This is an optimization exercise on Yosys and OpenROAD, whose aim is small area, a short achievable clock period and few clock cycles per item, not a production implementation. At most, simulation tests tie the RTL to the original design; equivalence was not proved. Function not checked in run 3: the RTL went through the layout flow alone. Power is estimated from default activity; no workload was simulated.

[run.sh]
#!/bin/bash
# synth_recipe.tcl (not shown) runs the flow's synth.tcl, then flattens the netlist and writes it again
# the make line also repeats each setting of config.mk as NAME=value (left out here)
make -C /OpenROAD-flow-scripts/flow DESIGN_CONFIG=/design/flow/config.mk WORK_HOME=/design/flow/orfs CLKGATE_MAP_FILE= SYNTH_SCRIPT=/design/flow/synth_recipe.tcl finish
[config.mk]
export PLATFORM = sky130hd
export DESIGN_NAME = tetris_game
export DESIGN_NICKNAME = tetris_game
export VERILOG_FILES = /design/flow/design.v
export SDC_FILE = /design/flow/constraint.sdc
export NUM_CORES = 4
export LEC_CHECK = 0
export CAP_MARGIN = 20
export CORE_MARGIN = 2
export CORE_UTILIZATION = 30
export SLEW_MARGIN = 20
[constraint.sdc]
create_clock -name core_clock -period 11.0 [get_ports {clk}]
set_input_delay 2.2000 -clock core_clock [delete_from_list [all_inputs] [get_ports {clk}]]
set_output_delay 2.2000 -clock core_clock [all_outputs]
set_load 0.01 [all_outputs]
[design.v]
`timescale 1ns/1ps
`default_nettype none
module tetris_game (
	input logic clk,
	input logic rst_n,
	input logic in_valid,
	input logic [2:0] tetromino,
	input logic [2:0] position,
	output logic score_valid,
	output logic tetris_valid,
	output logic [3:0] score,
	output logic fail,
	output logic [71:0] tetris
);
	localparam int COLS = 6;
	localparam int VIS = 12;
	localparam int ROWS = 16;
	logic [VIS*COLS-1:0] board;
	logic [3:0] score_q;
	logic [3:0] cnt_q;
	logic clr_q;    
	logic vld_q;
	logic fail_q;
	function automatic logic [3:0] col_mask(input logic [2:0] s, input logic [2:0] c);
		col_mask = 4'b0000;
		case (s)
			3'd0: if (c < 3'd2) col_mask = 4'b0011;
			3'd1: if (c == 3'd0) col_mask = 4'b1111;
			3'd2: if (c < 3'd4) col_mask = 4'b0001;
			3'd3: if (c == 3'd0) col_mask = 4'b0100;
			      else if (c == 3'd1) col_mask = 4'b0111;
			3'd4: if (c == 3'd0) col_mask = 4'b0011;
			      else if (c < 3'd3) col_mask = 4'b0010;
			3'd5: if (c == 3'd0) col_mask = 4'b0111;
			      else if (c == 3'd1) col_mask = 4'b0001;
			3'd6: if (c == 3'd0) col_mask = 4'b0110;
			      else if (c == 3'd1) col_mask = 4'b0011;
			default: if (c == 3'd0) col_mask = 4'b0001;
			      else if (c == 3'd1) col_mask = 4'b0011;
			      else if (c == 3'd2) col_mask = 4'b0010;
		endcase
	endfunction
	logic [VIS*COLS-1:0] be;
	logic [4*COLS-1:0] pm;          
	logic [3*COLS-1:0] bsel;        
	logic [16*COLS-1:0] th;         
	logic [13:0] mgt;               
	logic [13:1] bhot;              
	logic [ROWS*COLS-1:0] nb;       
	logic [ROWS:1] full;
	logic [3*(ROWS+1)-1:0] cbl;     
	logic [(VIS+1)*COLS-1:0] outr;  
	logic [2:0] cleared;
	logic [3:0] score_e, cnt_e;
	logic fail_new, game_end;
	always_comb begin
		be = clr_q ? '0 : board;
		score_e = clr_q ? 4'd0 : score_q;
		cnt_e = clr_q ? 4'd0 : cnt_q;
		for (int j = 0; j < COLS; j++) begin
			pm[j*4 +: 4] = (in_valid && 3'(j) >= position)
				? col_mask(tetromino, 3'(j) - position) : 4'b0000;
			bsel[j*3 + 0] = pm[j*4 + 0];
			bsel[j*3 + 1] = pm[j*4 + 1] && !pm[j*4 + 0];
			bsel[j*3 + 2] = pm[j*4 + 2] && !pm[j*4 + 1] && !pm[j*4 + 0];
		end
		th = '0;
		for (int j = 0; j < COLS; j++) begin
			th[j*16] = 1'b1;
			for (int r = VIS; r >= 1; r--)
				th[j*16 + r] = th[j*16 + r + 1] | be[(r-1)*COLS + j];
		end
		mgt = '0;
		for (int k = 0; k <= VIS; k++)
			for (int j = 0; j < COLS; j++)
				for (int b = 0; b < 3; b++)
					mgt[k] = mgt[k] | (bsel[j*3 + b] & th[j*16 + k + b]);
		for (int k = 1; k <= 13; k++)
			bhot[k] = mgt[k-1] & !mgt[k];
		for (int r = 1; r <= ROWS; r++)
			for (int j = 0; j < COLS; j++) begin
				nb[(r-1)*COLS + j] = (r <= VIS) ? be[(r-1)*COLS + j] : 1'b0;
				for (int o = 0; o < 4; o++)
					if (r - o >= 1 && r - o <= 13)
						nb[(r-1)*COLS + j] = nb[(r-1)*COLS + j] | (bhot[r-o] & pm[j*4 + o]);
			end
		cbl[2:0] = 3'd0;
		for (int r = 1; r <= ROWS; r++) begin
			full[r] = &nb[(r-1)*COLS +: COLS];
			cbl[r*3 +: 3] = cbl[(r-1)*3 +: 3] + {2'b00, full[r]};
		end
		cleared = cbl[ROWS*3 +: 3];
		outr = '0;
		for (int d = 1; d <= VIS + 1; d++)
			for (int k = 0; k <= 4; k++)
				if (d + k <= ROWS)
					if (!full[d+k] && cbl[(d+k)*3 +: 3] == k)
						outr[(d-1)*COLS +: COLS] = outr[(d-1)*COLS +: COLS] | nb[(d+k-1)*COLS +: COLS];
		fail_new = |outr[VIS*COLS +: COLS];
		game_end = fail_new || cnt_e == 4'd15;
	end
	always_ff @(posedge clk) begin
		for (int d = 1; d <= VIS; d++)
			board[(d-1)*COLS +: COLS] <= outr[(d-1)*COLS +: COLS];
		score_q <= score_e + {1'b0, cleared};
		cnt_q <= cnt_e + {3'b000, in_valid};
	end
	always_ff @(posedge clk or negedge rst_n) begin
		if (!rst_n) begin
			clr_q <= 1'b1;
			vld_q <= 1'b0;
			fail_q <= 1'b0;
		end else begin
			if (in_valid)
				clr_q <= game_end;
			vld_q <= in_valid;
			fail_q <= fail_new;
		end
	end
	assign score_valid = vld_q;
	assign tetris_valid = vld_q;
	assign score = score_q & {4{vld_q}};
	assign fail = fail_q;
	assign tetris = board & {72{vld_q}};
endmodule
`default_nettype wire
==> results of run 1 <==
[how the worst min path moves through the flow]
stage	end	slack, ns	from
2_1_floorplan	cnt_q[2]	0.47	cnt_q[2]
3_3_place_gp	cnt_q[2]	0.49	cnt_q[2]
5_1_grt	cnt_q[2]	0.53	cnt_q[2]
4_1_cts	cnt_q[2]	0.51	cnt_q[2]
6_report	cnt_q[2]	0.51	cnt_q[2]
3_5_place_dp	cnt_q[2]	0.50	cnt_q[2]
[layer usage]
metal	vias to the layer above	GRT usage	routed length (um)
met5	-	0	0
met4	0	0.184	4810
met3	303	0.0633	8020
met2	1327	0.525	31700
met1	8252	0.463	31600
li1	7492	-	-
[where the power goes]
part	switching (W)	internal, W	leakage [nW]
clock network	0.000142	0.000211	0.159
registers	0.0000858	0.000351	0.685
logic	0.000743	0.000469	5.77
[logic make-up (layout without fill, tap and decap cells)]
family,after synthesis,after routing,synth area share
xor+xnor,36,36,0.0336
simple gates,762,762,0.339
flops,83,83,0.136
mux,10,10,0.00830
fa+ha+maj,52,52,0.0545
buf+inv,174,535,0.0621
other cells,1,5,0.000303
compound gates,611,611,0.367
[synthesized netlist by cell type (all sizes together) (30+ instances only)]
| cell | instances | area share |
|---|---|---|
| o22ai | 73 | 0.037 |
| a221oi | 49 | 0.035 |
| and2 | 92 | 0.047 |
| buf | 54 | 0.025 |
| nand2 | 137 | 0.042 |
| dfxtp | 80 | 0.13 |
| nor3 | 75 | 0.031 |
| nor2 | 165 | 0.051 |
| inv | 49 | 0.015 |
| o221ai | 59 | 0.042 |
| a222oi | 30 | 0.024 |
| nand3 | 54 | 0.023 |
| ha | 49 | 0.050 |
| a21oi | 72 | 0.029 |
| clkbuf | 71 | 0.022 |
| o21ai | 81 | 0.033 |
[stage by stage]
stage	cell area, sq um	setup slack (ns)	util	TNS (ns)	cells
3_5_place_dp	16400	-0.721	0.402	-12.10	2585
3_3_place_gp	16400	-0.601	0.402	-10.83	2585
5_1_grt	17300	0.0355	0.424	0	2625
6_report	17300	0.322	0.424	0	2626
2_1_floorplan	12700	0.0159	-	0	1732
4_1_cts	16900	0.0484	0.415	0	2611
[sequential cells by signal, indices dropped and copies added, names as in the netlist]
signal / cells
score_q: 4
fail_q: 1
clr_q: 1
cnt_q: 4
vld_q: 1
board: 72
[cell type report]
class	instances	area [sq um]
antenna	1	2.50
clock buffer	12	256
clock inverter	4	72.6
fill	4232	23500
inverter	49	184
multi-input combinational	1475	10600
sequential	83	1680
tap	532	666
timing repair buffer	470	3800
[worst max-delay path, delay by kind of cell]
family	cells	cell delay, ns
AND/OR/NAND/NOR	4	1.20
adder cells (fa/ha/maj)	14	4.24
AO/OA/AOI/OAI	9	1.47
buffers and inverters	7	1.34
XOR/XNOR	3	0.50
[what timing repair did]
action,in CTS,in global routing
gates resized for setup,28,56
setup buffers,10,15
pin swaps,11,32
hold endpoints to repair,0,0
endpoints found under the setup margin,17,23
==> notes.md, run 1 <==
Logic synthesis:
- The average instance area after synthesis is between 7 and 8 sq um.
- After synthesis the cells add up to 12400 sq um.
- The register area share after synthesis is 0.136.
- The count of warnings emitted by yosys is 1.
- Yosys mapped a number of flops with a built-in enable equal to 0.
- The number of instances in the synthesized netlist is 1729.
- For this run, asynchronously set or reset flops after synthesis account for 0.0361.
- Synthesis instantiated 112 different standard cells from the library.
- In the synthesized netlist the dominant register cell turns out to be sky130_fd_sc_hd__dfxtp_1.
- The flop and latch count out of synthesis is 83.

Clock network:
- The maximum level of the CTS H-tree is 3.
- At the later pin of the worst-skew pair, clock insertion delay measures 0.38 ns.
- The TritonCTS clock tree is done.
- The clock tree buffer depth is 2.
- The CTS root buffer is sky130_fd_sc_hd__clkbuf_16.
- After clock tree synthesis, the clock-pin slew on the worst setup and hold paths is roughly 0.060 ns.
- The total CTS buffers is 9.
- For this design, the CTS-stage hold fixing added 0 buffers.
- The number of sinks on the clock net is 83.

Global routing:
- Entering global routing, the biggest net connects a little under 80 pins.
- The total global routing track utilization is 0.346.
- The global route total overflow is 0.
- The via count of the first global-routing pass is around 17k.
- The initial antenna violation count is 0.
- The global-route wire length before repair is 109000 um.

Power and ir drop:
- The power density relative to cell area is about 120 nW/um^2.
- Summed over all cells, the static leakage comes to 6.61 nW.
- Summing internal, switching and leakage power gives 0.00200 W.
- The peak supply drop is 79.6 uV.

Flow run:
- The tool flagged a number of max-cap violations equal to 0.

STA:
- The count of final setup violators is 0.
- The measured slew at the worst slew-check pin is 1.04 ns.
- On the final layout, the worst hold slack is 0.506 ns.
- Between clock sinks in the finished design, the worst skew comes to 0.0106 ns.
- Of the available clock period, the critical path in the final layout requires 0.971.
- Measured against its own limit, the worst slew margin works out to 0.305.
- The fmax is 0.0936 GHz.
- Setup repair after global routing left no endpoint under its margin.
- The count of final hold-check violations came to 0.
- The number of max-slew violations in the final report came to 0.
- The worst path needs roughly 11 ns of the cycle, external delays included.

Routing:
- The post-detailed-route wirelength per cell is 29.0 um.
- The detail route stage leaves a number of antenna-violating nets equal to 0.
- The pre-antenna-repair detailed-routing pass consisted of 8 iterations.
- The final layout contains routed wiring with a total length of around 76000 um.
- The number of violations reported at the end of detailed-routing iteration 0 is ~2.8k.
- The via count is 17.4k.
- In the routed layout, each cell is associated on average with a via count of 6.62.
- After detailed routing, the number of remaining DRC violations is 0.

Floorplan:
- Measured along the x axis, the die boundary spans roughly 210 um.
- The number of cell rows is 74.
- The die is 207 um tall.
- The floorplan step defined a die boundary enclosing 42800 sq um.
- Pin placement for this block handled 88 I/O pins.
- The core area is 40700 sq um.
- The effective utilization at floorplan is 0.303.

Worst setup path:
- By startpoint and endpoint, the worst setup path is classified as in2reg.
- Data on the critical path arrives at its endpoint at 10.98 ns.
- The terminus of the critical flop-to-flop path is score_q[3].
- The reg-to-reg setup timing slack is 1.50 ns.
- Along the worst path, the maximum fanout reaches 22.
- The worst setup path is captured at a flip-flop.
- The cell depth of the worst flop-to-flop path is 34.
- The cell with the biggest individual delay on the critical path is sky130_fd_sc_hd__nor4b_4.
- The critical register-to-register path startpoint is board[71].
- In this design, the stage delay of the slowest critical-path cell is 0.60 ns.
- The worst setup path is launched from an input pin.
- The critical path starts at tetromino[1].
- The most numerous cell type found on the critical path is sky130_fd_sc_hd__ha_4.
- The critical path endpoint is score_q[3].
- Data on the critical path is required at its endpoint by 11.30 ns.

Run status:
- The flow ran to the end and the layout has no timing, DRC or antenna violations.

Cells and area:
- The net total in the final layout is 2149.
- The library cells used most frequently in the layout, excluding fill and tap cells, are sky130_fd_sc_hd__buf_4, sky130_fd_sc_hd__nor2_1, sky130_fd_sc_hd__nand2_1, sky130_fd_sc_hd__and2_1, sky130_fd_sc_hd__clkdlybuf4s50_1.
- The ratio of cells with drive above 1 in the final layout is 0.267.
- The most common cell after layout, fill and taps aside is sky130_fd_sc_hd__buf_4.
- The area growth from synthesis to final layout is 39.7%.

Placement:
- The congestion estimate from routability-driven global placement came to 1.03.
- Summed over all nets, the half-perimeter wirelength after detailed placement is 58500 um.
- In this run the tool buffered the top-level ports with 87 buffer cells.

Worst hold path:
- The worst hold path cell count is 2.
- The tightest min-delay check is of the reg2reg type.
Testbench counts, summed over its fixed seeds: cycles 3,208, pieces 3,200.
==> run 2: changes to the inputs <==
--- a/design.v
+++ b/design.v
@@ -48,8 +48,11 @@
 	logic [13:1] bhot;              
 	logic [ROWS*COLS-1:0] nb;       
 	logic [ROWS:1] full;
-	logic [3*(ROWS+1)-1:0] cbl;     
-	logic [(VIS+1)*COLS-1:0] outr;  
+	logic [5*(ROWS+1)-1:0] ct;
+	logic [5*(ROWS+4)-1:0] pc;
+	logic [4:0] tot;
+	logic f0, f1, f2, f3;
+	logic [VIS*COLS-1:0] outr;      
 	logic [2:0] cleared;
 	logic [3:0] score_e, cnt_e;
 	logic fail_new, game_end;
@@ -57,9 +60,12 @@
 		be = clr_q ? '0 : board;
 		score_e = clr_q ? 4'd0 : score_q;
 		cnt_e = clr_q ? 4'd0 : cnt_q;
+		pm = '0;
+		for (int q = 0; q < COLS; q++)
+			if (in_valid && position == 3'(q))
+				for (int j = q; j < COLS; j++)
+					pm[j*4 +: 4] = col_mask(tetromino, 3'(j - q));
 		for (int j = 0; j < COLS; j++) begin
-			pm[j*4 +: 4] = (in_valid && 3'(j) >= position)
-				? col_mask(tetromino, 3'(j) - position) : 4'b0000;
 			bsel[j*3 + 0] = pm[j*4 + 0];
 			bsel[j*3 + 1] = pm[j*4 + 1] && !pm[j*4 + 0];
 			bsel[j*3 + 2] = pm[j*4 + 2] && !pm[j*4 + 1] && !pm[j*4 + 0];
@@ -84,25 +90,46 @@
 					if (r - o >= 1 && r - o <= 13)
 						nb[(r-1)*COLS + j] = nb[(r-1)*COLS + j] | (bhot[r-o] & pm[j*4 + o]);
 			end
-		cbl[2:0] = 3'd0;
-		for (int r = 1; r <= ROWS; r++) begin
+		for (int r = 1; r <= ROWS; r++)
 			full[r] = &nb[(r-1)*COLS +: COLS];
-			cbl[r*3 +: 3] = cbl[(r-1)*3 +: 3] + {2'b00, full[r]};
+		for (int r = 1; r <= ROWS + 3; r++) begin
+			f0 = (r <= ROWS) ? full[r] : 1'b0;
+			f1 = (r - 1 >= 1 && r - 1 <= ROWS) ? full[r-1] : 1'b0;
+			f2 = (r - 2 >= 1 && r - 2 <= ROWS) ? full[r-2] : 1'b0;
+			f3 = (r - 3 >= 1 && r - 3 <= ROWS) ? full[r-3] : 1'b0;
+			pc[r*5 + 0] = 1'b1;
+			pc[r*5 + 1] = f0 | f1 | f2 | f3;
+			pc[r*5 + 2] = (f0 & (f1 | f2 | f3)) | (f1 & (f2 | f3)) | (f2 & f3);
+			pc[r*5 + 3] = (f0 & f1 & (f2 | f3)) | (f2 & f3 & (f0 | f1));
+			pc[r*5 + 4] = f0 & f1 & f2 & f3;
 		end
-		cleared = cbl[ROWS*3 +: 3];
+		tot = 5'b00001;
+		for (int k = 1; k <= 13; k++)
+			tot = tot | (bhot[k] ? pc[(k+3)*5 +: 5] : 5'b0);
+		ct = '0;
+		for (int r = 1; r <= ROWS; r++)
+			ct[r*5 +: 5] = (r >= 4 && !mgt[r-3]) ? tot : pc[r*5 +: 5];
+		cleared = {tot[4], tot[2] & !tot[4], (tot[1] & !tot[2]) | (tot[3] & !tot[4])};
 		outr = '0;
-		for (int d = 1; d <= VIS + 1; d++)
+		for (int d = 1; d <= VIS; d++)
 			for (int k = 0; k <= 4; k++)
-				if (d + k <= ROWS)
-					if (!full[d+k] && cbl[(d+k)*3 +: 3] == k)
-						outr[(d-1)*COLS +: COLS] = outr[(d-1)*COLS +: COLS] | nb[(d+k-1)*COLS +: COLS];
-		fail_new = |outr[VIS*COLS +: COLS];
+				if (!full[d+k] && ct[(d+k)*5 + k] && (k == 4 || !ct[(d+k)*5 + k + 1]))
+					outr[(d-1)*COLS +: COLS] = outr[(d-1)*COLS +: COLS] | nb[(d+k-1)*COLS +: COLS];
+		fail_new = 1'b0;
+		for (int r = VIS + 1; r <= ROWS; r++)
+			fail_new = fail_new | ((|nb[(r-1)*COLS +: COLS]) & !ct[r*5 + r - VIS]);
 		game_end = fail_new || cnt_e == 4'd15;
 	end
 	always_ff @(posedge clk) begin
 		for (int d = 1; d <= VIS; d++)
 			board[(d-1)*COLS +: COLS] <= outr[(d-1)*COLS +: COLS];
-		score_q <= score_e + {1'b0, cleared};
+		case (1'b1)
+			tot[4]: score_q <= score_e + 4'd4;
+			tot[3]: score_q <= score_e + 4'd3;
+			tot[2]: score_q <= score_e + 4'd2;
+			tot[1]: score_q <= score_e + 4'd1;
+			default: score_q <= score_e;
+		endcase
 		cnt_q <= cnt_e + {3'b000, in_valid};
 	end
 	always_ff @(posedge clk or negedge rst_n) begin
==> run 2 against run 1 <==
Against the previous run:
- clock-buffer cell count stayed put
- setup slack better by 0.44 ns
- power is 130% higher
- clock power hardly changed
- still clean on timing, DRC and antenna
- final area is 4.9% lower
- utilization is 6.3 points lower
==> notes.md, run 2 <==
Logic synthesis:
- For this run, the leading register cell type out of synthesis is sky130_fd_sc_hd__dfxtp_1.
- The flop and latch count out of synthesis is 83 (unchanged).
- The proportion of netlist area held by the largest area contributor came to 0.116 (-0.0139).
- The count of cell types in the netlist was 127 (+13%).
- The most frequent cell after synthesis is sky130_fd_sc_hd__nand2_1.
- Ranked by instance count, the synthesized netlist is headed by sky130_fd_sc_hd__nand2_1, sky130_fd_sc_hd__nor2_1, sky130_fd_sc_hd__a21oi_1, sky130_fd_sc_hd__and2_1, sky130_fd_sc_hd__clkbuf_1.
- The post-synthesis xor/xnor area fraction is 0.0143 (-0.0193).
- The average instance area after synthesis is 6.78 sq um (-5.1%).
- The fraction of registers with async set/reset is 0.0361 (unchanged).
- Ranked by total cell area, the synthesized netlist is headed by sky130_fd_sc_hd__dfxtp_1, sky130_fd_sc_hd__nand2_1, sky130_fd_sc_hd__nor2_1.
- sky130_fd_sc_hd__dfxtp_1 takes more of the synthesized area than any other cell.
- The number of instances in the synthesized netlist is 2040 (+18%).
- The multiplexer fraction of the synthesized cell area is 0.00886 (+0.000559).
- The main combinational cell family by area after synthesis is compound AO/OA/AOI/OAI gates.
- The share of the synthesized area in compound gates (AO/OA/AOI/OAI) was 0.419 (+0.0527).
- The netlist area before placement is 13800 sq um (+12%).
- The count of warnings emitted by yosys is 4 (+3).
- The number of synthesized flops with an enable pin was 0 (unchanged).
- The post-synthesis adder-cell area fraction came to 0.00832 (-0.0462).
- The area share of and/or/nand/nor cells after synthesis was 0.358 (+0.0195).
- The register area share after synthesis came to 0.121 (-0.0145).

Global routing:
- The largest net degree at the start of global routing is 79 (unchanged).
- The initial antenna violation count is 1 (+1).
- The global-route wire length before repair is 142000 um (+30%).
- The global route total overflow is 0 (unchanged).
- The via count of the first global-routing pass is 18.8k (+13%).
- The total global routing track utilization is 0.412 (+0.0664).

STA:
- The count of final hold-check violations is 0 (unchanged).
- The fmax is 0.0976 GHz (+4.3%).
- The clock period minus final worst setup slack is 10.24 ns (-0.437 ns).
- The count of final setup violators is 0 (unchanged).
- The number of max-slew violations in the final report is 0 (unchanged).
- The final critical-path share of the clock period came to 0.931 (-0.0397).
- The worst path setup slack after routing is 0.758 ns (+0.437 ns).
- Setup repair after global routing left no endpoint under its margin.
- The setup TNS is 0 ns (unchanged).
- The largest clock skew in the final design was 0.0177 ns (+0.00704 ns).
- The measured slew at the worst slew-check pin came to 1.31 ns (+0.277 ns).
- The tightest slew margin relative to the limit is 0.124 (-0.181).

Worst setup path:
- The critical path required time is 11.24 ns (-0.06 ns).
- The largest fanout on the critical path is 25 (+14%).
- The cell with the biggest individual delay on the critical path is sky130_fd_sc_hd__clkdlybuf4s50_1.
- Walking the worst path, the cells encountered are clkdlybuf4s50_1 -> nand4bb_1 -> a21oi_1 -> or3_1 -> nor4_1 -> or4_1 -> o211ai_4 -> o32ai_1 -> a211o_1 -> o2111a_2 -> nand2_2 -> a21oi_1 -> a32oi_1 -> and4_1 -> nand3_1 -> nor2b_1 -> buf_4 -> a21oi_1 -> o211ai_1.
- The endpoint type of the worst setup path is a flip-flop.
- The cell that appears most often on the critical path is sky130_fd_sc_hd__a21oi_1.
- The classification of the worst setup path is in2reg.
- The nature of the critical path startpoint is an input pin.
- The data arrival time of the worst path is 10.48 ns (-0.50 ns).
- The worst stage delay on the critical path is 1.07 ns (+0.47 ns).

Run status:
- The run finished with no timing, DRC or antenna violations.

Power and ir drop:
- The leakage power of the design is 5.71 nW (-14%).
- The peak supply drop came to 112 uV (+41%).
- The power density relative to cell area is 280 nW/um^2 (+140%).

Cells and area:
- From synthesis to final layout, the design area changed by 18.7%.
- In the layout the commonest cells are sky130_fd_sc_hd__nand2_1, sky130_fd_sc_hd__nor2_1, sky130_fd_sc_hd__buf_4, sky130_fd_sc_hd__a21oi_1, sky130_fd_sc_hd__and2_1.
- The net total in the final layout is 2169 (+0.93%).
- The flip-flop count of the largest register after layout is 72 (unchanged).
- The largest registers in the layout are board x72, cnt_q x4, score_q x4.
- Counting flops per register, the top entry is board.
- Leaving out fill and tap cells, the most frequent cell in the layout is sky130_fd_sc_hd__nand2_1.
- The ratio of cells with drive above 1 in the final layout is 0.144 (-0.123).
- The core utilization of the finished layout came to 0.361 (-0.0626).
- The post-route cell area is 16400 sq um (-4.9%).

Clock network:
- The total CTS buffers is 9 (unchanged).
- The total of hold buffers inserted after clock tree synthesis came to 0 (unchanged).
- The clock tree buffer depth is 2 (unchanged).
- The post-CTS resize count is 0 (-100%).
- CTS placed an instance of sky130_fd_sc_hd__clkbuf_16 at the clock tree root.
- The maximum level of the CTS H-tree is 3 (unchanged).
- The number of sinks on the clock net is 83 (unchanged).
- The clock network latency to the later pin of the worst-skew pair is 0.38 ns (about the same).
- The clock transition at the registers of the reported paths was 0.06 ns (about the same).
- The setup fix buffers added after clock tree synthesis came to 0 (-10).
- TritonCTS built the clock tree.

Routing:
- The number of optimization iterations in the first detailed-route pass came to 10 (+2).
- The overall routed net length came to 102000 um (+34%).
- The post-detailed-route wirelength per cell was 36.9 um (+27%).
- The per-cell via count in the routed design is 7.42 (+12%).
- The via count is 20.5k (+18%).
- The number of violations reported at the end of detailed-routing iteration 0 is 3430 (+23%).
- The residual DRC count is 0 (unchanged).
- The post-route antenna net violation count is 0 (unchanged).

Floorplan:
- The core area was 45500 sq um (+12%).
- The effective utilization at floorplan is 0.304 (+0.000933).
- The floorplan die height is 219 um (+5.7%).
- The overall die area was 47900 sq um (+12%).
- The width of the chip came to 219 um (+5.7%).
- The number of cell rows is 78 (+5.4%).
- The top-level port count is 88 (unchanged).

Placement:
- The placer's final routability congestion estimate was 1.06 (+3.4%).
- The port buffer count is 87 (unchanged).
- The HPWL reported at the end of detailed placement is 78700 um (+34%).
- The worst-case setup slack after placement is 0.768 ns (+1.49 ns).
- The post-placement cell area is 16100 sq um (-1.8%).

Flow run:
- The number of maximum-capacitance constraint violations is 0 (unchanged).

Worst hold path:
- The worst hold path class is reg2reg.
## run 2: changes by cell type after synthesis, sizes merged, moves of 24 or more
cell    previous run  this run
nor2             165       208
nand2            137       236
ha                49         6
a21oi             72       110
buf               54        89
a221oi            49        25
a32oi              6        39
## run 2: report_power, final
group	internal, W	switching [W]
Combinational	0.00105	0.00248
Sequential	0.000412	0.000309
Clock	0.000211	0.000144
Total	0.00167	0.00293
## run 2: final timing paths
kind	start	endpoint	slack [ns]	depth (start not counted)
worst max-delay path	in_valid	board[53]	0.76	19
worst min-delay path	cnt_q[2]	cnt_q[2]	0.49	2
worst max register to register	board[50]	board[21]	3.33	18
worst min register to register	cnt_q[2]	cnt_q[2]	0.49	2
max in group asynchronous	rst_n	clr_q	8.79	1
min in group asynchronous	rst_n	vld_q	1.99	1
## run 2: layout make-up
type	instances	area, sq um
Antenna cell	3	7.51
Clock buffer	12	256
Multi-Input combinational cell	1747	11200
Sequential cell	83	1680
Clock inverter	4	72.6
Tap cell	600	751
Inverter	40	150
Timing Repair Buffer	273	2270
Fill cell	5064	29100
## run 2: kinds of logic after synthesis
kind of cell	Yosys count
simple gates	948
buf+inv	210
compound gates	757
flops	83
fa+ha+maj	10
mux	12
xor+xnor	20
## run 2: metrics by stage
step | hold slack, ns | total power (W) | std cells
2_1_floorplan | 0.446 | 0.00243 | 2040
3_3_place_gp | 0.455 | 0.00404 | 2743
3_5_place_dp | 0.471 | 0.00398 | 2743
4_1_cts | 0.483 | 0.00434 | 2759
5_1_grt | 0.529 | 0.00464 | 2759
6_report | 0.488 | 0.00460 | 2762
## run 2: worst max-delay path: cells and delay by family
family / cells / cell delay (ns)
buf+inv: 2 / 1.23
simple gates: 8 / 3.66
compound gates: 9 / 3.36
## run 2: layer usage
| metal | vias up | global-route usage | share of wire |
|---|---|---|---|
| li1 | 8242 | - | - |
| met1 | 9678 | 0.519 | 0.37 |
| met2 | 1996 | 0.608 | 0.41 |
| met3 | 582 | 0.101 | 0.13 |
| met4 | 0 | 0.303 | 0.093 |
| met5 | - | 0 | 0 |
Testbench counts of run 2, summed over its fixed seeds: cycles 3,208, pieces 3,200.
==> run 3: changes to the inputs <==
--- a/design.v
+++ b/design.v
@@ -15,11 +15,12 @@
 	localparam int COLS = 6;
 	localparam int VIS = 12;
 	localparam int ROWS = 16;
-	logic [VIS*COLS-1:0] board;
+	logic [VIS*COLS-1:0] board_n;   
 	logic [3:0] score_q;
 	logic [3:0] cnt_q;
 	logic clr_q;    
 	logic vld_q;
+	logic idle_q;   
 	logic fail_q;
 	function automatic logic [3:0] col_mask(input logic [2:0] s, input logic [2:0] c);
 		col_mask = 4'b0000;
@@ -57,7 +58,7 @@
 	logic [3:0] score_e, cnt_e;
 	logic fail_new, game_end;
 	always_comb begin
-		be = clr_q ? '0 : board;
+		be = clr_q ? '0 : ~board_n;
 		score_e = clr_q ? 4'd0 : score_q;
 		cnt_e = clr_q ? 4'd0 : cnt_q;
 		pm = '0;
@@ -122,7 +123,7 @@
 	end
 	always_ff @(posedge clk) begin
 		for (int d = 1; d <= VIS; d++)
-			board[(d-1)*COLS +: COLS] <= outr[(d-1)*COLS +: COLS];
+			board_n[(d-1)*COLS +: COLS] <= ~outr[(d-1)*COLS +: COLS];
 		case (1'b1)
 			tot[4]: score_q <= score_e + 4'd4;
 			tot[3]: score_q <= score_e + 4'd3;
@@ -136,11 +137,13 @@
 		if (!rst_n) begin
 			clr_q <= 1'b1;
 			vld_q <= 1'b0;
+			idle_q <= 1'b1;
 			fail_q <= 1'b0;
 		end else begin
 			if (in_valid)
 				clr_q <= game_end;
 			vld_q <= in_valid;
+			idle_q <= !in_valid;
 			fail_q <= fail_new;
 		end
 	end
@@ -148,6 +151,6 @@
 	assign tetris_valid = vld_q;
 	assign score = score_q & {4{vld_q}};
 	assign fail = fail_q;
-	assign tetris = board & {72{vld_q}};
+	assign tetris = ~(board_n | {72{idle_q}});
 endmodule
 `default_nettype wire
--- a/config.mk
+++ b/config.mk
@@ -7,5 +7,6 @@
 export LEC_CHECK = 0
 export CAP_MARGIN = 20
 export CORE_MARGIN = 2
-export CORE_UTILIZATION = 30
+export CORE_UTILIZATION = 60
+export SETUP_SLACK_MARGIN = 4
 export SLEW_MARGIN = 20
==> run 3 against run 2 <==
Against the previous run:
- the run now fails in 5_1_grt
- synthesized cell count up 2.2%
- area after synthesis down 1.8%
==> notes.md, run 3 <==
Logic synthesis:
- The register area share after synthesis is 0.125 (+0.00413).
- The netlist area before placement is 13600 sq um (-1.8%).
- The proportion of netlist area held by the largest area contributor came to 0.118 (+0.00210).
- The number of instances in the synthesized netlist is 2085 (+2.2%).
- The leading area contributor after synthesis is sky130_fd_sc_hd__dfxtp_1.
- The average instance area after synthesis came to 6.52 sq um (-3.9%).
- The fraction of registers with async set/reset is 0.0476 (+0.0115).
- Sorting the synthesized cells by how often they occur yields sky130_fd_sc_hd__nor2_1, sky130_fd_sc_hd__nand2_1, sky130_fd_sc_hd__a21oi_1, sky130_fd_sc_hd__nor3_1, sky130_fd_sc_hd__o21ai_0.
- The flop and latch count out of synthesis is 84 (+1.2%).
- Sorting the synthesized cells by area gives the leading types as sky130_fd_sc_hd__dfxtp_1, sky130_fd_sc_hd__nor2_1, sky130_fd_sc_hd__nand2_1.
- The count of cell types in the netlist is 108 (-15%).
- In the synthesized netlist the dominant register cell turns out to be sky130_fd_sc_hd__dfxtp_1.
- The number of synthesized flops with an enable pin is 0 (unchanged).
- Yosys instantiated no cell more often than sky130_fd_sc_hd__nor2_1.
- The count of warnings emitted by yosys is 4 (unchanged).

Placement:
- The HPWL reported at the end of detailed placement is 57900 um (-26%).
- The placer's final routability congestion estimate is 1.23 (+15%).
- The post-placement cell area is 14900 sq um (-7.5%).
- The cell count after placement is 2364 (-14%).
- The port buffer count is 87 (unchanged).

Floorplan:
- The floorplan die height is 155 um (-29%).
- The top-level port count is 88 (unchanged).
- The effective utilization at floorplan came to 0.606 (+0.302).
- The width of the chip is 155 um (-29%).
- The number of cell rows was 55 (-29%).

Global routing:
- The global route total overflow is 528.
- The global-route wire length before repair is between 150000 and 200000 um.
- The largest net degree at the start of global routing is between 70 and 80.
- The via count of the first global-routing pass is 26.4k.
- For this run, the total global-route usage over all layers was measured as 0.913.

Clock network:
- The total CTS buffers is 9 (unchanged).
- The number of sinks on the clock net is 84 (+1.2%).
- The maximum level of the CTS H-tree was 3 (unchanged).
- The clock tree buffer depth came to 2 (unchanged).
- In this run the clock root is driven by a sky130_fd_sc_hd__clkbuf_16.
- The total of hold buffers inserted after clock tree synthesis is 0 (unchanged).

Run status:
- The flow did not finish.
- It got as far as 5_1_grt and failed there.
- The tool reported: "[ERROR GRT-0116] Global routing finished with congestion. Check the congestion regions in the DRC Viewer".
run 3: changes by cell type after synthesis, sizes merged, moves of 15 or more:
cell and delta:
a211oi +38, a21oi +22, a221oi +17, a32oi -27
and2 -73, nand2 -32, nand4 +17, nor2 +78
nor3 +16, o211ai -15, o32ai +21
run 3: worst min-delay path by stage:
stage / slack [ns] / end / cells past startpoint / start
after floorplan: 0.45 / cnt_q[2] / 2 / cnt_q[2]
after global placement: 0.46 / cnt_q[2] / 2 / cnt_q[2]
after detailed placement: 0.47 / cnt_q[2] / 2 / cnt_q[2]
after CTS: 0.48 / cnt_q[2] / 2 / cnt_q[2]
run 3: repair_timing:
| item | in CTS |
|---|---|
| buffers inserted | 238 |
| pin swaps | 168 |
| setup endpoints to repair | 78 |
| resized for setup | 551 |
| cloned | 15 |
run 3: power by group through the flow:
| stage | sequential [W] | clock, W | combinational, W |
|---|---|---|---|
| 2_1_floorplan | 0.000503 | 0 | 0.00199 |
| 4_1_cts | 0.000659 | 0.000313 | 0.00398 |
| 3_5_place_dp | 0.000664 | 0 | 0.00292 |
| 3_3_place_gp | 0.000666 | 0 | 0.00291 |
run 3: metrics by stage:
step	hold WS, ns	setup slack [ns]	util
floorplan	0.446	3.97	-
global placement	0.455	0.601	0.663
detailed placement	0.468	0.506	0.663
CTS	0.480	3.99	0.882
run 3: cell families after synthesis:
family          Yosys count  share of synthesized area
fa+ha+maj                13                     0.0108
buf+inv                 217                     0.0710
mux                      11                    0.00874
flops                    84                      0.125
compound gates          787                      0.422
xor+xnor                 22                     0.0142
simple gates            951                      0.348
run 3: layer usage:
| metal | GRT usage | overflow |
|---|---|---|
| met2 | 1.03 | 295 |
| met3 | 0.808 | 34 |
| met4 | 0.931 | 178 |
| met5 | 0.631 | 2 |
| met1 | 0.904 | 19 |
==> run 4: changes to the inputs <==
--- a/design.v
+++ b/design.v
@@ -63,7 +63,7 @@
 		cnt_e = clr_q ? 4'd0 : cnt_q;
 		pm = '0;
 		for (int q = 0; q < COLS; q++)
-			if (in_valid && position == 3'(q))
+			if (position == 3'(q))
 				for (int j = q; j < COLS; j++)
 					pm[j*4 +: 4] = col_mask(tetromino, 3'(j - q));
 		for (int j = 0; j < COLS; j++) begin
@@ -83,7 +83,7 @@
 				for (int b = 0; b < 3; b++)
 					mgt[k] = mgt[k] | (bsel[j*3 + b] & th[j*16 + k + b]);
 		for (int k = 1; k <= 13; k++)
-			bhot[k] = mgt[k-1] & !mgt[k];
+			bhot[k] = in_valid & mgt[k-1] & !mgt[k];
 		for (int r = 1; r <= ROWS; r++)
 			for (int j = 0; j < COLS; j++) begin
 				nb[(r-1)*COLS + j] = (r <= VIS) ? be[(r-1)*COLS + j] : 1'b0;
==> flow/run.sh (new file) <==
#!/bin/bash
# Own flow: the standard layout, with Yosys's ABC step using flow/map.abc
# (an area-oriented mapping; sizing is left to OpenROAD) in place of ORFS's speed script. Everything else,
# registers included, comes from the standard synthesis script.
set -euo pipefail
W=$(pwd)
cat > "$W/own_synth.tcl" <<EOT
proc abc {args} {
  set i [lsearch -exact \$args -script]
  if {\$i >= 0} { set args [lreplace \$args \$i [expr {\$i + 1}] -script $W/flow/map.abc] }
  yosys abc {*}\$args
}
source $W/synth_recipe.tcl
EOT
sed "s#$W/synth_recipe.tcl#$W/own_synth.tcl#g" standard.sh > own_standard.sh
grep -q own_synth.tcl own_standard.sh
bash own_standard.sh > "$W/flow.log" 2>&1
==> flow/map.abc (new file) <==
strash
&get -n
&fraig -x
&put
scorr
dc2
strash
&get -n
&dch -f
&nf
&put
topo
stime -c
upsize -c
dnsize -c
==> standard.sh (new file) <==
#!/bin/bash
# synth_recipe.tcl (not shown) runs the flow's synth.tcl, then flattens the netlist and writes it again
# the make line also repeats each setting of config.mk as NAME=value (left out here)
make -C /OpenROAD-flow-scripts/flow DESIGN_CONFIG=/design/flow/config.mk WORK_HOME=/design/flow/orfs CLKGATE_MAP_FILE= SYNTH_SCRIPT=/design/flow/synth_recipe.tcl "${@:-finish}"
--- a/config.mk
+++ b/config.mk
@@ -7,6 +7,6 @@
 export LEC_CHECK = 0
 export CAP_MARGIN = 20
 export CORE_MARGIN = 2
-export CORE_UTILIZATION = 60
-export SETUP_SLACK_MARGIN = 4
+export CORE_UTILIZATION = 38
+export SETUP_SLACK_MARGIN = 3
 export SLEW_MARGIN = 20
removed: run.sh
==> run 4 against run 3 <==
Against the previous run:
- the run now finishes clean
- area after synthesis is 20% lower
- synthesized cell count down 26%
==> notes.md, run 4 <==
Global routing:
- The largest net degree at the start of global routing is 77.
- For this run the aggregate overflow at the end of global routing stands at 0.
- The via count of the first global-routing pass is roughly 16k.
- The layer carrying the most global-route usage is met2.
- The global-route met3 utilization is 0.190.
- The total global routing track utilization is 0.470.
- The initial antenna violation count is 1.
- The first global-routing pass estimated 106000 um of wire.
- In the global route stage, met2 resource usage came out at 0.657.
- The met1 capacity usage during global routing is 0.606.

Worst setup path:
- For the worst setup path, the data required time is 11.25 ns.
- The worst stage delay on the critical path is around 0.5 ns.
- Setup slack on the worst reg-to-reg path comes out at 3.06 ns.
- The worst register-to-register path ends at board_n[45].
- Counting both buffers and inverters, the worst setup path holds a total of 7.
- The critical path starts at tetromino[2].
- The worst setup path is captured at a flip-flop.
- The nature of the critical path startpoint is an input pin.
- The number of logic stages on the critical path including buffering is 25.
- The cell type group with the largest total delay on the critical path is compound AO/OA/AOI/OAI gates.
- The worst setup path is of the in2reg kind.
- Along the worst path, the maximum fanout reaches 12.
- The cell depth of the worst flop-to-flop path is 22.
- The critical register-to-register path startpoint is clr_q.
- The cell repeated most along the worst path is sky130_fd_sc_hd__buf_4.
- In this run the worst setup path terminates at board_n[19].
- The data arrival time of the worst path is 8.26 ns.
- For this design, the slowest cell found on the critical path is sky130_fd_sc_hd__or4_4.

Cells and area:
- Leaving out fill and tap cells, the most frequent cell in the layout is sky130_fd_sc_hd__nor2_1.
- Relative to the synthesized area, the layout overhead comes to 41.5%.
- The number of antenna diodes in the final layout is 0.
- The register with the most flip-flops in the layout has a little over 70 of them.
- Ranked by flip-flop count, first place goes to board_n.
- The net total in the final layout is approximately 1.9k.
- The ratio of cells with drive above 1 in the final layout is 0.242.
- The largest registers in the layout are board_n x72, cnt_q x4, score_q x4.
- The top cell types in the final layout, fill and taps aside, are sky130_fd_sc_hd__nor2_1, sky130_fd_sc_hd__buf_4, sky130_fd_sc_hd__nand2_1, sky130_fd_sc_hd__nand3_1, sky130_fd_sc_hd__a21oi_1.

Logic synthesis:
- The register area share after synthesis is 0.158 (+0.0322).
- The proportion of netlist area held by the largest area contributor is 0.148 (+0.0303).
- The average instance area after synthesis came to 7.01 sq um (+7.6%).
- In the post-synthesis netlist, the biggest area contributors are sky130_fd_sc_hd__dfxtp_1, sky130_fd_sc_hd__nor2_1, sky130_fd_sc_hd__a21oi_1.
- The number of instances in the synthesized netlist is 1542 (-26%).
- The count of warnings emitted by yosys was 4 (unchanged).
- The leading area contributor after synthesis is sky130_fd_sc_hd__dfxtp_1.
- The flop and latch count out of synthesis is 84 (unchanged).
- Among all flip-flop cells after synthesis, the most frequent one is sky130_fd_sc_hd__dfxtp_1.
- The number of synthesized flops with an enable pin is 0 (unchanged).
- The count of cell types in the netlist is 99 (-8.3%).
- The netlist area before placement is 10800 sq um (-20%).
- Counting instances in the post-synthesis netlist gives the leading cell types as sky130_fd_sc_hd__nor2_1, sky130_fd_sc_hd__nand2_1, sky130_fd_sc_hd__a21oi_1, sky130_fd_sc_hd__nand3_1, sky130_fd_sc_hd__dfxtp_1.
- The fraction of registers with async set/reset was 0.0476 (unchanged).
- The most frequent cell after synthesis is sky130_fd_sc_hd__nor2_1.

Run status:
- The flow ran to the end and the layout has no timing, DRC or antenna violations.

Routing:
- Once detail routing completed, the nets flagged for antenna violations numbered 0.
- For this run, the detailed router's first-pass iteration total came to 15.
- Summed over all layers, the routed wires come to 75500 um.
- After detailed routing, the average wire length per cell comes to between 30 and 40 um.
- After the first detailed-routing iteration, the DRC count stood at approximately 4.1k.
- Dividing the detail-routed via count by the number of cells gives between 7 and 8.
- The via count is between 15k and 20k.
- The residual DRC count is 0.

STA:
- After layout, the worst setup slack is roughly 3.0 ns.
- The setup TNS is 0 ns.
- The number of max-slew violations in the final report is 0.
- The worst pin sits at a relative slew slack of 0.133.
- Setup repair after global routing left no endpoint under its margin.
- At the pin with the least slew margin, the transition time is between 1 and 1.5 ns.
- The fmax is 0.125 GHz.
- The largest clock skew in the final design is 0.0119 ns.
- The count of final hold-check violations was 0.
- In the finished design, the share of the clock period the worst path needs comes to 0.728.
- The worst path in the final design needs a cycle of 8.01 ns, including I/O delays and setup.
- Setup violations remaining at the end of the flow were counted as 0.

Worst hold path:
- In this run the worst hold path is classified as reg2reg.

Placement:
- The HPWL reported at the end of detailed placement was 55700 um (-3.9%).
- The port buffer count came to 87 (unchanged).
- The worst-case setup slack after placement is 0.350 ns (-0.156 ns).
- The placer's final routability congestion estimate is 1.09 (-11%).

Clock network:
- The clock tree buffer depth is 2 (unchanged).
- The maximum level of the CTS H-tree was 3 (unchanged).
- The number of sinks on the clock net was 84 (unchanged).
- The total CTS buffers is 9 (unchanged).
- The CTS root buffer is sky130_fd_sc_hd__clkbuf_16.
- The TritonCTS clock tree is done.
- Clock-pin slew was measured on the worst setup and hold paths at 0.08 ns.
- The later pin in the worst-skew pair is clocked with a latency of 0.37 ns.

Power and ir drop:
- The power after layout is 0.00430 W.
- IR analysis of the VDD net gives a maximum drop of 114 uV.
- Dividing total power by cell area gives a power density of around 280 nW/um^2.
- The leakage power of the design is 5.54 nW.

Floorplan:
- The top-level port count is 88 (unchanged).
- The effective utilization at floorplan came to 0.387 (-0.219).
- The width of the chip is 173 um (+12%).
- The number of cell rows came to 61 (+11%).
- The core area is between 20000 and 30000 sq um.
- The floorplan step defined a die boundary enclosing roughly 30000 sq um.
- The floorplan die height came to 173 um (+12%).

Flow run:
- The number of maximum-capacitance constraint violations is 0.
==> run 4: cell types whose count changed after synthesis, sizes merged, moves of 20 or more <==
| cell | before | now |
|---|---|---|
| buf | 97 | 1 |
| nand2 | 204 | 118 |
| clkbuf | 83 | 0 |
| o21ai | 105 | 58 |
| inv | 36 | 2 |
| clkinv | 1 | 32 |
| a21oi | 132 | 103 |
| a222oi | 4 | 32 |
| nand4 | 48 | 22 |
| a31oi | 41 | 16 |
| nor2 | 286 | 262 |
| o32ai | 37 | 15 |
| a211oi | 60 | 40 |
==> run 4: cells by family after synthesis <==
group	synth area share
AND/OR/NAND/NOR	0.383
adder cells (fa/ha/maj)	0.00787
XOR/XNOR	0.00567
buffers and inverters	0.0125
flip-flops	0.158
multiplexers	0.00278
AO/OA/AOI/OAI	0.431
==> run 4: cell type report <==
type                            count  area [sq um]
Clock buffer                        9           225
Clock inverter                      7          73.8
Fill cell                        2809         12600
Inverter                           34           130
Multi-Input combinational cell   1425          9940
Sequential cell                    84          1710
Tap cell                          378           473
Timing Repair Buffer              318          2760
==> run 4: what timing repair did <==
item / CTS / global route
hold buffers: 0 / 0
pin swaps: 25 / 51
gates resized for setup: 136 / 119
endpoints found under the setup margin: 78 / 65
gates cloned: 2 / 0
setup buffers: 34 / 58
==> run 4: stage by stage <==
| step | hold slack (ns) | cells | util | instance area, sq um |
|---|---|---|---|---|
| detailed placement | 0.515 | 2145 | 0.473 | 13200 |
| finish | 0.522 | 2255 | 0.548 | 15300 |
| floorplan | 0.481 | 1542 | - | 10800 |
| global placement | 0.497 | 2145 | 0.473 | 13200 |
| global route | 0.555 | 2255 | 0.548 | 15300 |
| CTS | 0.524 | 2197 | 0.512 | 14300 |
==> run 4: tightest hold or removal path, stage by stage, from the launching register on <==
cell                      delay, ns
sky130_fd_sc_hd__dfxtp_1       0.32
sky130_fd_sc_hd__nand3_1       0.09
sky130_fd_sc_hd__xnor2_1       0.07
==> run 4: per-layer routing <==
metal	vias up	wire length, um
li1	7077	-
met5	-	74
met4	4	6300
met3	520	12500
met2	1884	29100
met1	8149	27500
==> run 4: how the worst min path moves through the flow <==
stage                        start       end  slack [ns]  depth (start not counted)
after floorplan           cnt_q[1]  cnt_q[3]        0.48                          2
after global placement    cnt_q[1]  cnt_q[3]        0.50                          2
after detailed placement  cnt_q[1]  cnt_q[3]        0.52                          2
after CTS                 cnt_q[1]  cnt_q[3]        0.52                          2
after global routing      cnt_q[1]  cnt_q[3]        0.56                          2
final                     cnt_q[1]  cnt_q[3]        0.52                          2
==> run 4: power breakdown <==
group          total, W  switching [W]  leakage [nW]  internal (W)
Clock          0.000327       0.000166         0.148      0.000162
Combinational   0.00339        0.00222          4.69       0.00116
Sequential     0.000585       0.000170         0.706      0.000415
Total           0.00430        0.00256          5.54       0.00174
Testbench counts of run 4, summed over its fixed seeds: cycles 3,208, pieces 3,200.
==> run 5: changes to the inputs <==
==> flow/run.sh (replaced) <==
#!/bin/bash
# Own flow: the standard layout with two changes.
#  - Yosys's ABC step maps with flow/map.abc (deep AIG resynthesis, then an area-oriented mapping;
#    sizing is left to OpenROAD's repair) in place of ORFS's speed script.
#    Everything else, registers included, is the standard synthesis script.
#  - Port buffers are sky130_fd_sc_hd__buf_1 cells (every port still gets one).
set -euo pipefail
W=$(pwd)
cat > "$W/own_synth.tcl" <<EOT
proc abc {args} {
  set i [lsearch -exact \$args -script]
  if {\$i >= 0} { set args [lreplace \$args \$i [expr {\$i + 1}] -script $W/flow/map.abc] }
  yosys abc {*}\$args
}
source $W/synth_recipe.tcl
EOT
sed "s#$W/synth_recipe.tcl#$W/own_synth.tcl#g" standard.sh > own_standard.sh
grep -q own_synth.tcl own_standard.sh
bash own_standard.sh "BUFFER_PORTS_ARGS=-buffer_cell sky130_fd_sc_hd__buf_1" finish > "$W/flow.log" 2>&1
--- a/flow/map.abc
+++ b/flow/map.abc
@@ -4,6 +4,10 @@
 &put
 scorr
 dc2
+strash
+&get -n
+&deepsyn -T 40
+&put
 strash
 &get -n
 &dch -f
--- a/config.mk
+++ b/config.mk
@@ -7,6 +7,7 @@
 export LEC_CHECK = 0
 export CAP_MARGIN = 20
 export CORE_MARGIN = 2
-export CORE_UTILIZATION = 38
+export CORE_UTILIZATION = 40
+export CTS_BUF_LIST = sky130_fd_sc_hd__clkbuf_4 sky130_fd_sc_hd__clkbuf_8
 export SETUP_SLACK_MARGIN = 3
 export SLEW_MARGIN = 20
==> run 5 against run 4 <==
Against the previous run:
- largest cell class unchanged
- still clean on timing, DRC and antenna
- sequential power decreased by 3.4%
- first-iteration DRC count decreased by 8.6%
- wire length decreased by 12%
- synthesized cell count decreased by 5.8%
- critical path type unchanged
==> notes.md, run 5 <==
Cells and area:
- Leaving out fill and tap cells, the most frequent cell in the layout is sky130_fd_sc_hd__nor2_1.
- The flip-flop count of the largest register after layout is 72 (unchanged).
- In the final layout, the registers with the most flip-flops are board_n x72, cnt_q x4, score_q x4.
- The filler cell count came to 2593 (-7.7%).
- The ratio of cells with drive above 1 in the final layout is 0.179 (-0.0631).
- The diode insertion count for antenna repair was 0 (unchanged).
- board_n holds more flip-flops than any other register.
- The net total in the final layout is 1699 (-10%).
- The area growth from synthesis to layout is 25.5%.
- The area of the multi-input gates is 9140 sq um (-8.0%).
- The sequential standard cell area was 1710 sq um (unchanged).
- The library cells used most frequently in the layout, excluding fill and tap cells, are sky130_fd_sc_hd__nor2_1, sky130_fd_sc_hd__buf_4, sky130_fd_sc_hd__nand2_1, sky130_fd_sc_hd__a21oi_1, sky130_fd_sc_hd__nor3_1.
- The core utilization of the finished layout came to 0.514 (-0.0338).

Logic synthesis:
- The number of synthesized flops with an enable pin was 0 (unchanged).
- After synthesis, the most frequently instantiated cells are sky130_fd_sc_hd__nor2_1, sky130_fd_sc_hd__nand2_1, sky130_fd_sc_hd__a21oi_1, sky130_fd_sc_hd__nor3_1, sky130_fd_sc_hd__dfxtp_1.
- After synthesis, the cell types taking the most area are sky130_fd_sc_hd__dfxtp_1, sky130_fd_sc_hd__nor2_1, sky130_fd_sc_hd__a21oi_1.
- The proportion of netlist area held by the largest area contributor is 0.155 (+0.00668).
- The register area share after synthesis is 0.165 (+0.00711).
- The netlist area before placement was 10300 sq um (-4.3%).
- The most frequent cell after synthesis is sky130_fd_sc_hd__nor2_1.
- Summed over all instances, the cell type with the most area after synthesis is sky130_fd_sc_hd__dfxtp_1.
- The count of cell types in the netlist is 102 (+3.0%).
- The fraction of registers with async set/reset was 0.0476 (unchanged).
- The average instance area after synthesis is 7.12 sq um (+1.5%).
- The flop and latch count out of synthesis is 84 (unchanged).
- The count of warnings emitted by yosys came to 4 (unchanged).
- The most used flip-flop cell after synthesis is sky130_fd_sc_hd__dfxtp_1.
- The number of instances in the synthesized netlist was 1453 (-5.8%).

Worst setup path:
- The critical path is of the in2reg type.
- The cell depth of the worst flop-to-flop path is 20 (-9.1%).
- The critical path required time is 11.26 ns (about the same).
- The reg-to-reg setup timing slack is 2.99 ns (-0.07 ns).
- The critical path starts at tetromino[0].
- The data arrival time of the worst path is 8.34 ns (+0.08 ns).
- In this run the critical register-to-register path is launched from clr_q.
- The nature of the critical path startpoint is an input pin.
- The endpoint type of the worst setup path is a flip-flop.
- The largest fanout on the critical path is 9 (-3).
- In this run the critical register-to-register path is captured at board_n[44].

STA:
- The tightest slew margin relative to the limit is 0.123 (-0.00965).
- The fmax came to 0.124 GHz (-0.90%).
- Setup repair after global routing could not meet its margin everywhere.
- The measured slew at the worst slew-check pin is 1.30 ns (+0.00550 ns).
- The largest clock skew in the final design came to 0.0258 ns (+0.0139 ns).
- The tightest hold margin is 0.498 ns (-0.0242 ns).
- The clock period minus final worst setup slack was 8.08 ns (+0.0731 ns).
- The setup TNS is 0 ns (unchanged).
- The final critical-path share of the clock period is 0.735 (+0.00664).
- The count of final hold-check violations was 0 (unchanged).
- The count of final setup violators came to 0 (unchanged).
- The number of max-slew violations in the final report is 0 (unchanged).

Power and ir drop:
- The leakage power of the design was 4.42 nW (-20%).
- The net load switching power came to 0.00239 W (-6.7%).
- The clock share of power is 0.065 (-0.011).
- The internal power component is 0.00140 W (-20%).
- The peak supply drop was 233 uV (+100%).
- The power density relative to cell area is 292 nW/um^2 (+3.8%).
- The logic gate share of total power is 0.786 (-0.002).
- The sequential share of power was 0.149 (+0.013).
- The switching part of the total power is 0.630 (+0.0352).
- The power after layout is 0.00379 W (-12%).

Floorplan:
- The width of the chip is 165 um (-4.6%).
- The floorplan die height came to 165 um (-4.6%).
- The core area came to 25300 sq um (-9.6%).
- The effective utilization at floorplan is 0.410 (+0.0226).
- The top-level port count came to 88 (unchanged).
- The number of cell rows is 58 (-4.9%).
- The overall die area is 27200 sq um (-8.9%).

Placement:
- The port buffer count is 87 (unchanged).
- The HPWL reported at the end of detailed placement came to 48400 um (-13%).
- The placer's final routability congestion estimate came to 1.12 (+2.6%).

Global routing:
- The global route total overflow is 0 (unchanged).
- The initial antenna violation count was 3 (+2).
- The total global routing track utilization is 0.469 (-0.000963).
- The via count of the first global-routing pass is 14.1k (-11%).
- The global-route wire length before repair is 93800 um (-11%).
- The largest net degree at the start of global routing was 51 (-34%).

Routing:
- The number of violations reported at the end of detailed-routing iteration 0 is 3723 (-8.6%).
- The via count is 16.0k (-9.0%).
- The post-route antenna net violation count is 0 (unchanged).
- The per-cell via count in the routed design is 7.95 (+1.6%).
- The overall routed net length was 66300 um (-12%).
- The post-detailed-route wirelength per cell came to 32.9 um (-1.8%).
- The residual DRC count is 0 (unchanged).
- The number of optimization iterations in the first detailed-route pass was 11 (-4).

Clock network:
- The clock tree buffer depth is 2 (unchanged).
- The total of hold buffers inserted after clock tree synthesis is 0 (unchanged).
- The total CTS buffers is 9 (unchanged).
- The clock network latency to the later pin of the worst-skew pair came to 0.41 ns (+0.04 ns).
- The clock transition at the registers of the reported paths came to 0.11 ns (+0.03 ns).
- The CTS root buffer is sky130_fd_sc_hd__clkbuf_8.
- The TritonCTS clock tree is done.
- The maximum level of the CTS H-tree was 3 (unchanged).
- The number of sinks on the clock net came to 84 (unchanged).

Worst hold path:
- The end point of the worst hold path is cnt_q[2].
- The worst hold path class is reg2reg.
- The startpoint identified for the worst hold timing path is cnt_q[2].
- The worst hold path cell count is 2 (unchanged).

Flow run:
- The number of maximum-capacitance constraint violations is 0 (unchanged).

Run status:
- The flow ran to the end and the layout has no timing, DRC or antenna violations.
## run 5: changes by cell type in the layout (fill, tap and decap cells not counted), sizes merged, moves of 11 or more
cell and change:
clkdlybuf4s50 -81, nand3 -59, nor2 -30, buf -21
a221oi +18, clkinv +18, nor3 +15, a41oi +14
o211ai -13, a41o +11
## run 5: logic make-up (layout without fill, tap and decap cells)
family          Yosys count  after routing  synth area share
compound gates          607            607             0.451
xor+xnor                  6              7           0.00508
fa+ha+maj                 7              7           0.00822
buf+inv                  51            286            0.0189
flops                    84             84             0.165
mux                       4              4           0.00399
simple gates            694            694             0.348
## run 5: final cells by class
type | count | area share
Clock buffer | 9 | 0.00954
Clock inverter | 7 | 0.00520
Inverter | 50 | 0.0145
Multi-Input combinational cell | 1319 | 0.704
Sequential cell | 84 | 0.132
Tap cell | 330 | 0.0318
Timing Repair Buffer | 220 | 0.103
## run 5: metal layers
metal | global-route usage | share of wire
met4 | 0.272 | 0.080
met1 | 0.605 | 0.37
met3 | 0.188 | 0.17
met2 | 0.655 | 0.39
met5 | 0 | 0
## run 5: stage by stage
stage,cells,cell area (sq um),setup WS (ns)
final,2019,13000,2.92
after global routing,2019,13000,2.88
after CTS,1996,12500,2.98
after detailed placement,1958,11800,1.06
after global placement,1958,11800,1.03
after floorplan,1453,10400,3.06
## run 5: power by group through the flow
stage | clock [W] | sequential [W] | combinational, W
finish | 0.000245 | 0.000565 | 0.00298
global route | 0.000253 | 0.000564 | 0.00303
CTS | 0.000241 | 0.000549 | 0.00265
detailed placement | 0 | 0.000556 | 0.00254
global placement | 0 | 0.000559 | 0.00257
floorplan | 0 | 0.000502 | 0.00152
## run 5: worst max path at each step
stage | endpoint | slack, ns | depth (start not counted)
4_1_cts | board_n[29] | 2.98 | 20
3_5_place_dp | board_n[29] | 1.06 | 20
5_1_grt | board_n[42] | 2.88 | 23
6_report | board_n[44] | 2.92 | 23
3_3_place_gp | board_n[29] | 1.03 | 20
2_1_floorplan | board_n[36] | 3.06 | 18
## run 5: repair_timing
action,4_1_cts,5_1_grt
endpoints found under the setup margin,77,69
cloned,0,1
pin swaps,10,14
buffers inserted,22,22
gates resized for setup,68,64
## run 5: critical path: stages
cell	delay [ns]
sky130_fd_sc_hd__buf_2	0.29
sky130_fd_sc_hd__xor2_2	0.26
sky130_fd_sc_hd__nand2_1	0.19
sky130_fd_sc_hd__a221o_2	0.46
sky130_fd_sc_hd__buf_4	0.21
sky130_fd_sc_hd__a22o_1	0.21
sky130_fd_sc_hd__or4_1	0.63
sky130_fd_sc_hd__o21ai_1	0.19
sky130_fd_sc_hd__buf_4	0.21
sky130_fd_sc_hd__nor2_4	0.08
sky130_fd_sc_hd__buf_4	0.18
sky130_fd_sc_hd__a221oi_1	0.44
sky130_fd_sc_hd__o221ai_2	0.30
sky130_fd_sc_hd__nand4_1	0.15
sky130_fd_sc_hd__buf_4	0.22
sky130_fd_sc_hd__nand2_1	0.18
sky130_fd_sc_hd__a211oi_4	0.38
sky130_fd_sc_hd__o22ai_1	0.19
sky130_fd_sc_hd__a2111oi_4	0.46
sky130_fd_sc_hd__a21boi_1	0.18
sky130_fd_sc_hd__or3_4	0.45
sky130_fd_sc_hd__o211ai_1	0.21
sky130_fd_sc_hd__a221oi_1	0.08
==> run 6: changes to the inputs <==
--- a/config.mk
+++ b/config.mk
@@ -8,6 +8,5 @@
 export CAP_MARGIN = 20
 export CORE_MARGIN = 2
 export CORE_UTILIZATION = 40
-export CTS_BUF_LIST = sky130_fd_sc_hd__clkbuf_4 sky130_fd_sc_hd__clkbuf_8
 export SETUP_SLACK_MARGIN = 3
 export SLEW_MARGIN = 20
==> run 6 against run 5 <==
Against the previous run:
- still clean
- register-to-register slack improved by 0.08 ns
- die area unchanged
- non-clock buffer count up 3
- first-iteration DRC count grew 3.3%
- combinational power barely moved
- via count shrank 0.16%
- wire length about the same
- global-route usage up 0.11 points
- synthesized cell count did not move
- clock power increased by 33%
- largest cell class unchanged
- highest routed layer unchanged
==> notes.md, run 6 <==
STA:
- The clock period minus final worst setup slack came to 7.99 ns (-0.0983 ns).
- The number of max-slew violations in the final report is 0 (unchanged).
- The final critical-path share of the clock period is 0.726 (-0.00894).
- The largest clock skew in the final design is 0.0138 ns (-0.0120 ns).
- The setup TNS came to 0 ns (unchanged).
- The tightest hold margin came to 0.494 ns (-0.00423 ns).
- Setup repair after global routing could not meet its margin everywhere.
- The measured slew at the worst slew-check pin is 1.35 ns (+0.0521 ns).
- The tightest slew margin relative to the limit is 0.0879 (-0.0351).
- The count of final setup violators is 0 (unchanged).
- The fmax is 0.125 GHz (+1.2%).
- The count of final hold-check violations was 0 (unchanged).
- The worst path setup slack after routing is 3.01 ns (+0.0983 ns).

Cells and area:
- The top cell types in the final layout, fill and taps aside, are sky130_fd_sc_hd__nor2_1, sky130_fd_sc_hd__buf_4, sky130_fd_sc_hd__nand2_1, sky130_fd_sc_hd__a21oi_1, sky130_fd_sc_hd__nor3_1.
- The flip-flop count of the largest register after layout is 72 (unchanged).
- The diode insertion count for antenna repair is 0 (unchanged).
- The most common cell after layout, fill and taps aside is sky130_fd_sc_hd__nor2_1.
- The register with the highest flop count is board_n.
- The net total in the final layout was 1702 (+0.18%).
- Compared with the post-synthesis result, the final layout area differs by 27.5%.
- The largest registers in the layout are board_n x72, cnt_q x4, score_q x4.
- The post-route cell area was 13200 sq um (+1.6%).
- The core utilization of the finished layout came to 0.522 (+0.00822).
- The ratio of cells with drive above 1 in the final layout is 0.186 (+0.00737).
- The filler cell count is 2550 (-1.7%).

Clock network:
- The total CTS buffers was 9 (unchanged).
- The maximum level of the CTS H-tree is 3 (unchanged).
- The number of sinks on the clock net is 84 (unchanged).
- The clock transition at the registers of the reported paths is 0.08 ns (-0.03 ns).
- The clock tree buffer depth is 2 (unchanged).
- The clock network latency to the later pin of the worst-skew pair is 0.37 ns (-0.04 ns).
- The CTS root buffer is sky130_fd_sc_hd__clkbuf_16.
- TritonCTS built the clock tree.

Worst setup path:
- The cell depth of the worst flop-to-flop path is 19 (-5.0%).
- The worst stage delay on the critical path is 0.53 ns (-0.10 ns).
- The worst setup path is launched from an input pin.
- The data arrival time of the worst path is 8.23 ns (-0.11 ns).
- The largest fanout on the critical path was 15 (+6).
- The endpoint type of the worst setup path is a flip-flop.
- The critical path required time is 11.24 ns (-0.02 ns).
- In this design, the critical path's most frequently occurring cell is sky130_fd_sc_hd__nand2_1.
- The classification of the worst setup path is in2reg.
- On the critical path, the stage with the largest delay is an instance of sky130_fd_sc_hd__o221ai_1.
- The critical path goes through clkbuf_2 -> or3b_4 -> a2111oi_0 -> buf_4 -> or3_4 -> o21ai_0 -> nor4b_2 -> and3_2 -> a21o_1 -> o221ai_1 -> nand3_2 -> nand2_1 -> a22oi_1 -> o2111a_1 -> o211a_2 -> mux2i_2 -> nand2_1 -> a311oi_4 -> a211oi_1.

Worst hold path:
- The worst hold path class is reg2reg.
- The worst hold path cell count was 2 (unchanged).

Global routing:
- The global-route wire length before repair is 93900 um (+0.12%).
- The via count of the first global-routing pass is 14.2k (+0.67%).
- The total global routing track utilization came to 0.470 (+0.00106).
- The global route total overflow is 0 (unchanged).
- The largest net degree at the start of global routing came to 51 (unchanged).
- The initial antenna violation count is 0 (-3).

Logic synthesis:
- The count of cell types in the netlist is 102 (unchanged).
- The average instance area after synthesis is 7.12 sq um (unchanged).
- The proportion of netlist area held by the largest area contributor is 0.155 (unchanged).
- The number of instances in the synthesized netlist came to 1453 (unchanged).
- The register area share after synthesis is 0.165 (unchanged).
- The number of synthesized flops with an enable pin is 0 (unchanged).
- Summed over all instances, the cell type with the most area after synthesis is sky130_fd_sc_hd__dfxtp_1.
- The commonest register cell after synthesis is sky130_fd_sc_hd__dfxtp_1.
- After synthesis, the cell types taking the most area are sky130_fd_sc_hd__dfxtp_1, sky130_fd_sc_hd__nor2_1, sky130_fd_sc_hd__a21oi_1.
- The netlist area before placement was 10300 sq um (unchanged).
- The fraction of registers with async set/reset is 0.0476 (unchanged).
- The count of warnings emitted by yosys is 4 (unchanged).
- In the synthesized netlist, the cells that appear most often are sky130_fd_sc_hd__nor2_1, sky130_fd_sc_hd__nand2_1, sky130_fd_sc_hd__a21oi_1, sky130_fd_sc_hd__nor3_1, sky130_fd_sc_hd__dfxtp_1.
- sky130_fd_sc_hd__nor2_1 is the most common cell in the netlist.
- The flop and latch count out of synthesis is 84 (unchanged).

Placement:
- The port buffer count is 87 (unchanged).
- The worst-case setup slack after placement is 1.06 ns (unchanged).
- The placer's final routability congestion estimate came to 1.12 (unchanged).
- The HPWL reported at the end of detailed placement is 48400 um (unchanged).
- The post-placement cell area is 11800 sq um (unchanged).

Routing:
- The number of optimization iterations in the first detailed-route pass is 11 (unchanged).
- The residual DRC count is 0 (unchanged).
- The overall routed net length is 66400 um (about the same).
- The post-route antenna net violation count came to 0 (unchanged).
- The post-detailed-route wirelength per cell is 32.8 um (-0.13%).
- The per-cell via count in the routed design is 7.92 (-0.31%).
- The number of violations reported at the end of detailed-routing iteration 0 was 3847 (+3.3%).
- The via count is 16.0k (-0.16%).

Power and ir drop:
- The leakage power of the design is 4.51 nW (+2.0%).
- The power density relative to cell area is 295 nW/um^2 (+1.1%).
- The peak supply drop is 229 uV (-1.9%).

Floorplan:
- The floorplan die height is 165 um (unchanged).
- The overall die area was 27200 sq um (unchanged).
- The effective utilization at floorplan is 0.410 (unchanged).
- The core area was 25300 sq um (unchanged).
- The number of cell rows was 58 (unchanged).
- The top-level port count is 88 (unchanged).
- The width of the chip is 165 um (unchanged).

Run status:
- The run finished with no timing, DRC or antenna violations.

Flow run:
- The number of maximum-capacitance constraint violations is 0 (unchanged).
## run 6: changes by cell type in the layout (fill, tap and decap cells not counted), sizes merged
| cell | delta |
|---|---|
| buf | +3 |
## run 6: per-layer routing
metal | GRT usage | part of all wire | wire (um) | vias up
met3 | 0.195 | 0.17 | 11200 | 414
met5 | 0 | 0 | 0 | -
met4 | 0.268 | 0.077 | 5080 | 0
met1 | 0.603 | 0.36 | 24200 | 7456
met2 | 0.658 | 0.39 | 25900 | 1608
li1 | - | - | - | 6540
## run 6: path summary, 6_finish.rpt
| check | from | to | slack [ns] |
|---|---|---|---|
| worst max-delay path | position[0] | board_n[41] | 3.01 |
| min in group asynchronous | rst_n | vld_q | 1.64 |
| worst max register to register | clr_q | board_n[41] | 3.07 |
| worst min register to register | cnt_q[2] | cnt_q[2] | 0.49 |
| max in group asynchronous | rst_n | idle_q | 9.11 |
| worst min-delay path | cnt_q[2] | cnt_q[2] | 0.49 |
## run 6: metrics by stage
stage          cells  power, W
6_report        2022   0.00389
5_1_grt         2022   0.00396
4_1_cts         1996   0.00354
3_5_place_dp    1958   0.00310
3_3_place_gp    1958   0.00313
2_1_floorplan   1453   0.00203
## run 6: what timing repair did
action                                  in CTS  in global routing
hold buffers                                 0                  0
gates cloned                                 0                  1
pin swaps                                   10                 25
buffers inserted                            22                 25
resized for setup                           73                 77
endpoints found under the setup margin      78                 70
## run 6: cells by family (layout without fill, tap and decap cells)
group / Yosys count / count (layout) / share of synthesized area
compound gates: 607 / 607 / 0.451
xor+xnor: 6 / 7 / 0.00508
fa+ha+maj: 7 / 7 / 0.00822
buf+inv: 51 / 289 / 0.0189
flops: 84 / 84 / 0.165
mux: 4 / 4 / 0.00399
simple gates: 694 / 694 / 0.348
## run 6: report_power, final
group | internal (W) | switching (W)
Clock | 0.000159 | 0.000165
Combinational | 0.000920 | 0.00208
Sequential | 0.000406 | 0.000159
## run 6: layout make-up
cell class	count	area, sq um	share of cell area
clock inverter	7	67.6	0.00512
clock buffer	9	225	0.0171
timing repair buffer	223	1370	0.104
inverter	50	188	0.0142
multi-input combinational	1319	9220	0.699
tap	330	413	0.0313
sequential	84	1710	0.129
## run 6: worst max-delay path: cells and delay by family
family / cells / cell delay, ns
compound gates: 9 / 3.05
buf+inv: 2 / 0.44
mux: 1 / 0.26
simple gates: 7 / 2.24

-- separate check: timing with driven ports --
How much do the figures lean on ideal ports? The routed layouts below were timed once more, with nothing changed but the port constraints.
Step 1, drivers: a clkbuf_16 drives clk and a buf_2 each remaining input, both assumed.
Step 2 times the ports against the registers' clock, not the clock port: input delays grow and output delays shrink by t, the midpoint of the rising clock arrivals with the driver on.
Slacks: ideal ports / drivers / drivers and shift; pairs: ideal ports / drivers.
run	t (ns)	setup slack, ns
run 1	0.426	0.322 / 0.344 / -0.082
run 2	0.423	0.758 / 0.781 / 0.358
run 4	0.419	2.989 / 3.015 / 2.596
run 5	0.446	2.916 / 2.940 / 2.495
run 6	0.413	3.015 / 3.037 / 2.624
Met with ideal ports but missed after step 2: setup timing in run 1.
